What follows belongs to an exercise in optimizing a design on an open flow for a short achievable clock period and few clock cycles; a production flow would make more cautious choices.
Power figures rest on the tool's default switching activity, not on a simulated workload.

==> run K: inputs <==
==> flow/design.v <==
`timescale 1ns/1ps
`default_nettype none
package cpuPkg;
    typedef enum logic [2:0] {
        stFetch     = 3'd0,
        stDecode    = 3'd1,
        stExecute   = 3'd2,
        stMemory    = 3'd3,
        stWriteback = 3'd4,
        stSkip      = 3'd5,
        stHalt      = 3'd6
    } seqState;
    typedef enum logic [2:0] {
        clBranch   = 3'd0,
        clLoad     = 3'd1,
        clStore    = 3'd2,
        clDirect   = 3'd3,
        clDirectOr = 3'd4,
        clAlu      = 3'd5,
        clHalt     = 3'd6,
        clNop      = 3'd7
    } instClass;
    typedef enum logic [4:0] {
        opAdd  = 5'd0,
        opSub  = 5'd1,
        opAnd  = 5'd2,
        opOr   = 5'd3,
        opXor  = 5'd4,
        opNot  = 5'd5,
        opShl  = 5'd6,
        opAsr  = 5'd7,
        opShr  = 5'd8,
        opRor  = 5'd9,
        opRol  = 5'd10,
        opAndn = 5'd11,
        opPass = 5'd12
    } aluOp;
    typedef enum logic [3:0] {
        cAlways, cZero, cNotZero, cCarry, cNotCarry, cNeg, cNotNeg, cOver,
        cNotOver, cHigher, cLowerSame, cGreaterEq, cLess, cGreater, cLessEq, cNever
    } condCode;
endpackage
`default_nettype wire
`timescale 1ns/1ps
`default_nettype none
module alu (
    input  wire  [31:0] a,
    input  wire  [31:0] b,
    input  wire  [3:0]  op,
    output logic [31:0] result,
    output logic [3:0]  flags       
);
    logic [32:0] sum;
    logic [32:0] dif;
    logic [4:0]  sh;
    logic [63:0] dbl;
    logic [31:0] ror;
    logic [31:0] rol;
    logic        c;
    logic        v;
    assign sum = {1'b0, a} + {1'b0, b};
    assign dif = {1'b0, a} - {1'b0, b};
    assign sh  = b[4:0];
    assign dbl = {a, a};
    assign ror = 32'(dbl >> sh);
    assign rol = 32'((dbl << sh) >> 32);
    always_comb begin
        case (op)
            4'd0:    result = sum[31:0];
            4'd1:    result = dif[31:0];
            4'd2:    result = a & b;
            4'd3:    result = a | b;
            4'd4:    result = a ^ b;
            4'd5:    result = ~a;
            4'd6:    result = a << sh;
            4'd7:    result = $signed(a) >>> sh;
            4'd8:    result = a >> sh;
            4'd9:    result = ror;
            4'd10:   result = rol;
            4'd11:   result = a & ~b;
            default: result = b;
        endcase
    end
    assign c = (op == 4'd0) ? sum[32] : (op == 4'd1) ? ~dif[32] : 1'b0;
    assign v = (op == 4'd0) ? ((a[31] == b[31]) && (sum[31] != a[31])) :
               (op == 4'd1) ? ((a[31] != b[31]) && (dif[31] != a[31])) : 1'b0;
    assign flags = {c, (result == 32'd0), result[31], v};
endmodule
`default_nettype wire
`timescale 1ns/1ps
`default_nettype none
module cpuTop (
    input  wire                  iClk,
    input  wire                  rstN,
    output logic                 wbCyc,
    output logic                 wbStb,
    output logic                 wbWe,
    output logic [32-1:0] wbAdr,
    output logic [32-1:0] wbDatO,
    input  wire  [32-1:0] wbDatI,
    input  wire                  wbAck,
    output logic                 halt
);
    localparam int CL = 6;             
    localparam int NL = 1 << CL;
    localparam int TW = 12 - CL;       
    localparam int K  = 8;             
    localparam int QD = 2;             
    localparam int QW = $clog2(QD);
    logic [31:0]   icData [0:NL-1];
    logic [TW-1:0] icTag  [0:NL-1];
    logic [NL-1:0] icValid;
    logic [19:0]   region;
    logic [31:0]   pc;
    logic [31:0]   pf;
    logic          pfStop;
    logic          idValid;
    logic [31:0]   ir;
    logic          exValid;
    logic [3:0]    exOp;
    logic [31:0]   exA;
    logic [31:0]   exB;
    logic [31:0]   exSD;
    logic [3:0]    exRd;
    logic          exWr;
    logic          exFl;
    logic          exBr;
    logic [3:0]    exCond;
    logic          exLd;
    logic          exSt;
    logic          exHalt;
    logic [31:0]   rf [0:15];
    logic [3:0]    flags;             
    logic [15:0]   pend;
    logic          ldValid;
    logic [3:0]    ldRd;
    logic [31:0]   ldData;
    logic [31:0]   qAdr  [0:QD-1];
    logic [31:0]   qDat  [0:QD-1];
    logic [3:0]    qRd   [0:QD-1];
    logic          qWe   [0:QD-1];
    logic [QW:0]   qCnt;
    logic [QW-1:0] qHead;
    logic [QW-1:0] qTail;
    logic          busData;
    logic [3:0]    busRd;
    logic          busRegOk;
    logic [CL-1:0] pcIdx;
    logic          pcRegOk;
    logic          hit;
    logic [31:0]   ifWord;
    logic [CL-1:0] pfIdx;
    logic          pfRegOk;
    logic          pfHit;
    logic [31:0]   pfDist;
    logic          pfInWin;
    logic          pcInFlight;
    logic          flushNow;
    logic          missReset;
    logic          pfWant;
    assign pcIdx   = pc[CL-1:0];
    assign pcRegOk = (pc[31:12] == region);
    assign hit     = icValid[pcIdx] && (icTag[pcIdx] == pc[11:CL]) && pcRegOk;
    assign ifWord  = icData[pcIdx];
    assign pfIdx   = pf[CL-1:0];
    assign pfRegOk = (pf[31:12] == region);
    assign pfHit   = icValid[pfIdx] && (icTag[pfIdx] == pf[11:CL]) && pfRegOk;
    assign pfDist  = pf - pc;
    assign pfInWin = (pfDist < K);
    assign pcInFlight = wbCyc && !busData && (wbAdr == pc);
    assign flushNow   = !pcRegOk;
    assign missReset  = pcRegOk && !hit && !pcInFlight && (pf != pc);
    logic        dBr, dLd, dSt, dDir, dDirOr, dAlu, dHalt, dImm;
    logic [3:0]  raIdx, rbIdx, rdIdx;
    logic        usesA, usesB, writesRd;
    logic [3:0]  dOp;
    logic [31:0] imm20z, imm20s, dirImm, aluImm;
    logic [31:0] rfA, rfB, opA, opB, bSel;
    logic [15:0] busyV;
    logic        hazard;
    assign dBr    = ir[31];
    assign dLd    = (ir[31:29] == 3'b010);
    assign dSt    = (ir[31:29] == 3'b011);
    assign dDir   = (ir[31:28] == 4'b0010);
    assign dDirOr = (ir[31:28] == 4'b0011);
    assign dAlu   = (ir[31:28] == 4'b0001) && (ir[24:20] <= 5'd11);
    assign dHalt  = (ir[31:26] == 6'b000001) && (ir[25:20] == 6'd2);
    assign dImm   = ir[27];
    assign raIdx    = dBr ? ir[23:20] : (ir[31:28] == 4'b0001) ? ir[15:12] : ir[27:24];
    assign rbIdx    = dSt ? ir[23:20] : ir[11:8];
    assign rdIdx    = dLd ? ir[23:20] : (dDir || dDirOr) ? ir[27:24] : ir[19:16];
    assign usesA    = dBr || dLd || dSt || dDirOr || dAlu;
    assign usesB    = dSt || (dAlu && !dImm);
    assign writesRd = dLd || dDir || dDirOr || dAlu;
    assign dOp      = dAlu ? ir[23:20] : dDirOr ? 4'd3 : dDir ? 4'd12 : 4'd0;
    assign imm20z = {12'd0, ir[19:0]};
    assign imm20s = {{12{ir[19]}}, ir[19:0]};
    assign dirImm = imm20z << {ir[23:20], 1'b0};
    assign aluImm = {24'd0, ir[7:0]} << {ir[11:8], 1'b0};
    always_comb begin
        busyV = pend;
        if (exValid && exLd) busyV[exRd] = 1'b1;
        if (ldValid) busyV[ldRd] = 1'b0;
    end
    assign hazard = (usesA && busyV[raIdx]) || (usesB && busyV[rbIdx]) ||
                    (writesRd && busyV[rdIdx]);
    logic [31:0] res;
    logic [3:0]  flagsNext;
    logic        condOk;
    logic        taken;
    logic        exMem;
    logic        qFull;
    logic        exStall;
    logic        exWrNow;
    logic        push;
    logic        idAdvance;
    logic        idAccept;
    alu u_alu (.a(exA), .b(exB), .op(exOp), .result(res), .flags(flagsNext));
    always_comb begin
        case (exCond)
            4'd0:    condOk = 1'b1;
            4'd1:    condOk = flags[2];
            4'd2:    condOk = !flags[2];
            4'd3:    condOk = flags[3];
            4'd4:    condOk = !flags[3];
            4'd5:    condOk = flags[1];
            4'd6:    condOk = !flags[1];
            4'd7:    condOk = flags[0];
            4'd8:    condOk = !flags[0];
            4'd9:    condOk = flags[3] && !flags[2];
            4'd10:   condOk = !flags[3] || flags[2];
            4'd11:   condOk = (flags[1] == flags[0]);
            4'd12:   condOk = (flags[1] != flags[0]);
            4'd13:   condOk = !flags[2] && (flags[1] == flags[0]);
            4'd14:   condOk = flags[2] || (flags[1] != flags[0]);
            default: condOk = 1'b0;
        endcase
    end
    assign taken   = exValid && exBr && condOk;
    assign exMem   = exLd || exSt;
    assign qFull   = (qCnt == QD);
    assign exStall = exValid && ((exMem && qFull) || exHalt);
    assign exWrNow = exValid && exWr;
    assign push    = exValid && exMem && !qFull;
    assign idAdvance = idValid && !hazard && !exStall;
    assign idAccept  = !idValid || idAdvance;
    assign rfA = (exWrNow && exRd == raIdx) ? res :
                 (ldValid && ldRd == raIdx) ? ldData : rf[raIdx];
    assign rfB = (exWrNow && exRd == rbIdx) ? res :
                 (ldValid && ldRd == rbIdx) ? ldData : rf[rbIdx];
    assign bSel = dBr ? imm20s :
                  (dLd || dSt) ? imm20z :
                  (dDir || dDirOr) ? dirImm :
                  dImm ? aluImm : rfB;
    logic          canLaunch;
    logic          launchData;
    logic          launchFetch;
    logic          haltPend;
    logic          ackFetchHalt;
    assign haltPend    = exValid && exHalt;
    assign pfWant      = !pfStop && !haltPend && !halt && pfRegOk && pfInWin && !pfHit &&
                         !missReset && !flushNow;
    assign canLaunch   = !wbCyc || wbAck;
    assign launchData  = canLaunch && (qCnt != 0) && !halt;
    assign launchFetch = canLaunch && (qCnt == 0) && pfWant;
    assign ackFetchHalt = (wbDatI[31:20] == 12'b0000_0100_0010);
    assign wbStb = wbCyc;
    always_ff @(posedge iClk) begin
        if (!rstN) begin
            wbCyc    <= 1'b0;
            busData  <= 1'b0;
            busRegOk <= 1'b0;
        end else begin
            if (launchData) begin
                wbCyc   <= 1'b1;
                busData <= 1'b1;
            end else if (launchFetch) begin
                wbCyc    <= 1'b1;
                busData  <= 1'b0;
                busRegOk <= 1'b1;
            end else if (wbAck) begin
                wbCyc <= 1'b0;
            end
            if (flushNow) busRegOk <= 1'b0;
        end
    end
    always_ff @(posedge iClk) begin
        if (launchData) begin
            wbAdr  <= qAdr[qHead];
            wbWe   <= qWe[qHead];
            wbDatO <= qDat[qHead];
            busRd  <= qRd[qHead];
        end else if (launchFetch) begin
            wbAdr <= pf;
            wbWe  <= 1'b0;
        end
    end
    always_ff @(posedge iClk) begin
        if (wbCyc && wbAck && !busData && busRegOk) begin
            icData[wbAdr[CL-1:0]] <= wbDatI;
            icTag[wbAdr[CL-1:0]]  <= wbAdr[11:CL];
        end
    end
    always_ff @(posedge iClk) begin
        if (!rstN) begin
            icValid <= '0;
            region  <= 20'd0;
        end else if (flushNow) begin
            icValid <= '0;
            region  <= pc[31:12];
        end else if (wbCyc && wbAck && !busData && busRegOk) begin
            icValid[wbAdr[CL-1:0]] <= 1'b1;
        end
    end
    always_ff @(posedge iClk) begin
        if (!rstN) begin
            pc      <= 32'h0000_0000;
            pf      <= 32'h0000_0000;
            pfStop  <= 1'b0;
            idValid <= 1'b0;
        end else begin
            if (taken) begin
                pc      <= res;
                idValid <= 1'b0;
            end else if (hit && idAccept) begin
                pc      <= pc + 32'd1;
                ir      <= ifWord;
                idValid <= 1'b1;
            end else if (idAdvance) begin
                idValid <= 1'b0;
            end
            if (flushNow || missReset) begin
                pf <= pc;
            end else if (launchFetch || (pfInWin && pfHit)) begin
                pf <= pf + 32'd1;
            end
            if (taken || (pcRegOk && !hit && !pcInFlight) || flushNow) begin
                pfStop <= 1'b0;
            end else if (wbCyc && wbAck && !busData && ackFetchHalt) begin
                pfStop <= 1'b1;
            end
        end
    end
    always_ff @(posedge iClk) begin
        if (!rstN) begin
            exValid <= 1'b0;
        end else if (!exStall) begin
            exValid <= idAdvance && !taken;
        end
    end
    always_ff @(posedge iClk) begin
        if (!exStall) begin
            exOp   <= dOp;
            exA    <= rfA;
            exB    <= bSel;
            exSD   <= rfB;
            exRd   <= rdIdx;
            exWr   <= dDir || dDirOr || dAlu;
            exFl   <= dAlu;
            exBr   <= dBr;
            exCond <= ir[27:24];
            exLd   <= dLd;
            exSt   <= dSt;
            exHalt <= dHalt;
        end
    end
    always_ff @(posedge iClk) begin
        if (exWrNow) rf[exRd] <= res;
        if (ldValid) rf[ldRd] <= ldData;
    end
    always_ff @(posedge iClk) begin
        if (!rstN) begin
            flags <= 4'd0;
        end else if (exValid && exFl) begin
            flags <= flagsNext;
        end
    end
    always_ff @(posedge iClk) begin
        if (!rstN) begin
            pend    <= '0;
            ldValid <= 1'b0;
        end else begin
            if (ldValid) pend[ldRd] <= 1'b0;
            if (push && exLd) pend[exRd] <= 1'b1;
            ldValid <= wbCyc && wbAck && busData && !wbWe;
        end
    end
    always_ff @(posedge iClk) begin
        ldRd   <= busRd;
        ldData <= wbDatI;
    end
    always_ff @(posedge iClk) begin
        if (push) begin
            qAdr[qTail] <= res;
            qDat[qTail] <= exSD;
            qRd[qTail]  <= exRd;
            qWe[qTail]  <= exSt;
        end
    end
    always_ff @(posedge iClk) begin
        if (!rstN) begin
            qCnt  <= '0;
            qHead <= '0;
            qTail <= '0;
        end else begin
            if (push) qTail <= qTail + 1'b1;
            if (launchData) qHead <= qHead + 1'b1;
            qCnt <= qCnt + (push ? 1'b1 : 1'b0) - (launchData ? 1'b1 : 1'b0);
        end
    end
    always_ff @(posedge iClk) begin
        if (!rstN) begin
            halt <= 1'b0;
        end else if (haltPend && (qCnt == 0) && canLaunch) begin
            halt <= 1'b1;
        end
    end
endmodule
`default_nettype wire
==> flow/run.sh <==
#!/bin/bash
# synth_recipe.tcl (not shown) runs the flow's synth.tcl, then flattens the netlist and writes it again
# the make line also repeats each setting of config.mk as NAME=value (left out here)
make -C /OpenROAD-flow-scripts/flow DESIGN_CONFIG=/design/flow/config.mk WORK_HOME=/design/flow/orfs CLKGATE_MAP_FILE= SYNTH_SCRIPT=/design/flow/synth_recipe.tcl finish
==> flow/config.mk <==
export PLATFORM = sky130hd
export DESIGN_NAME = cpuTop
export DESIGN_NICKNAME = cpuTop
export VERILOG_FILES = /design/flow/design.v
export SDC_FILE = /design/flow/constraint.sdc
export NUM_CORES = 4
export LEC_CHECK = 0
export CAP_MARGIN = 20
export CORE_MARGIN = 2
export CORE_UTILIZATION = 40
export SLEW_MARGIN = 20
==> flow/constraint.sdc <==
create_clock -name core_clock -period 9.0 [get_ports {iClk}]
set_input_delay 1.8000 -clock core_clock [delete_from_list [all_inputs] [get_ports {iClk}]]
set_output_delay 1.8000 -clock core_clock [all_outputs]
set_load 0.01 [all_outputs]
==> run G: changes against run K <==
--- a/flow/design.v
+++ b/flow/design.v
@@ -104,7 +104,7 @@
     localparam int CL = 6;             
     localparam int NL = 1 << CL;
     localparam int TW = 12 - CL;       
-    localparam int K  = 8;             
+    localparam int K  = 32;             
     localparam int QD = 2;             
     localparam int QW = $clog2(QD);
     logic [31:0]   icData [0:NL-1];
@@ -263,7 +263,8 @@
     assign canLaunch   = !wbCyc || wbAck;
     assign launchData  = canLaunch && (qCnt != 0) && !halt;
     assign launchFetch = canLaunch && (qCnt == 0) && pfWant;
-    assign ackFetchHalt = (wbDatI[31:20] == 12'b0000_0100_0010);
+    assign ackFetchHalt = (wbDatI[31:20] == 12'b0000_0100_0010) ||
+                          (wbDatI[31] && (wbDatI[27:24] == 4'd0));
     assign wbStb = wbCyc;
     always_ff @(posedge iClk) begin
         if (!rstN) begin
ABC_CLOCK_PERIOD_IN_PS = 4000   (was default)
SETUP_SLACK_MARGIN = 5   (was default)
==> notes <==
- Run K went through all stages and came out clean. Run G produced a clean layout.
- Between run K and run G, the lower power is in run K (gap 1.5%, measured against run G).
- Of run G and run K, run G has the higher non-clock buffer count (gap 624).
- Design area: run K is smaller than run G (7.6%).
- Between run G and run K, the lower utilization is in run K (gap 3.3 points).
- Against run G, the routed wire length of run K is lower by about 8%.
- In run G the register-to-register slack is better than in run K, by 1.7 ns.
- Clock power is about the same in run G and run K.
- In run K the via count is smaller than in run G, by 11%.
- In run K the hold slack is worse than in run G, by 0.0031 ns.
- In run K the maximum frequency is lower than in run G, by about 27%.
Function was not checked in any run of this note: the RTL went through the layout flow alone.

re-timing with driven ports:
The results above use ideal ports. As a check the final layouts listed here were re-extracted and re-timed, cells and wires unchanged. Step 1, drivers: a clkbuf_16 drives iClk and a buf_2 each remaining input, both assumed. Step 2 moves the port delays by t, midway between the first and last clock arrival at a register: inputs arrive t later, outputs are due t later. That takes back most of the time a late clock gives input paths. a / b / c = no drivers / after step 1 / after step 2; a / b = the first two.
| run | shift t [ns] | setup WS [ns] | hold slack, ns | worst data-port slew with drivers (ns) | pins driven straight from the clock port |
|---|---|---|---|---|---|
| run K | 1.055 | 2.636 / 2.636 / 2.636 | 0.337 / 0.337 / 0.337 | 0.09 | 1 |
| run G | 1.065 | 4.359 / 4.359 / 3.914 | 0.340 / 0.340 / 0.340 | 0.16 | 1 |
After both steps setup and hold are still met in every run listed. For run G, which loses most, drivers alone change the setup slack by 0.000 ns; drivers and shift together by -0.445 ns.
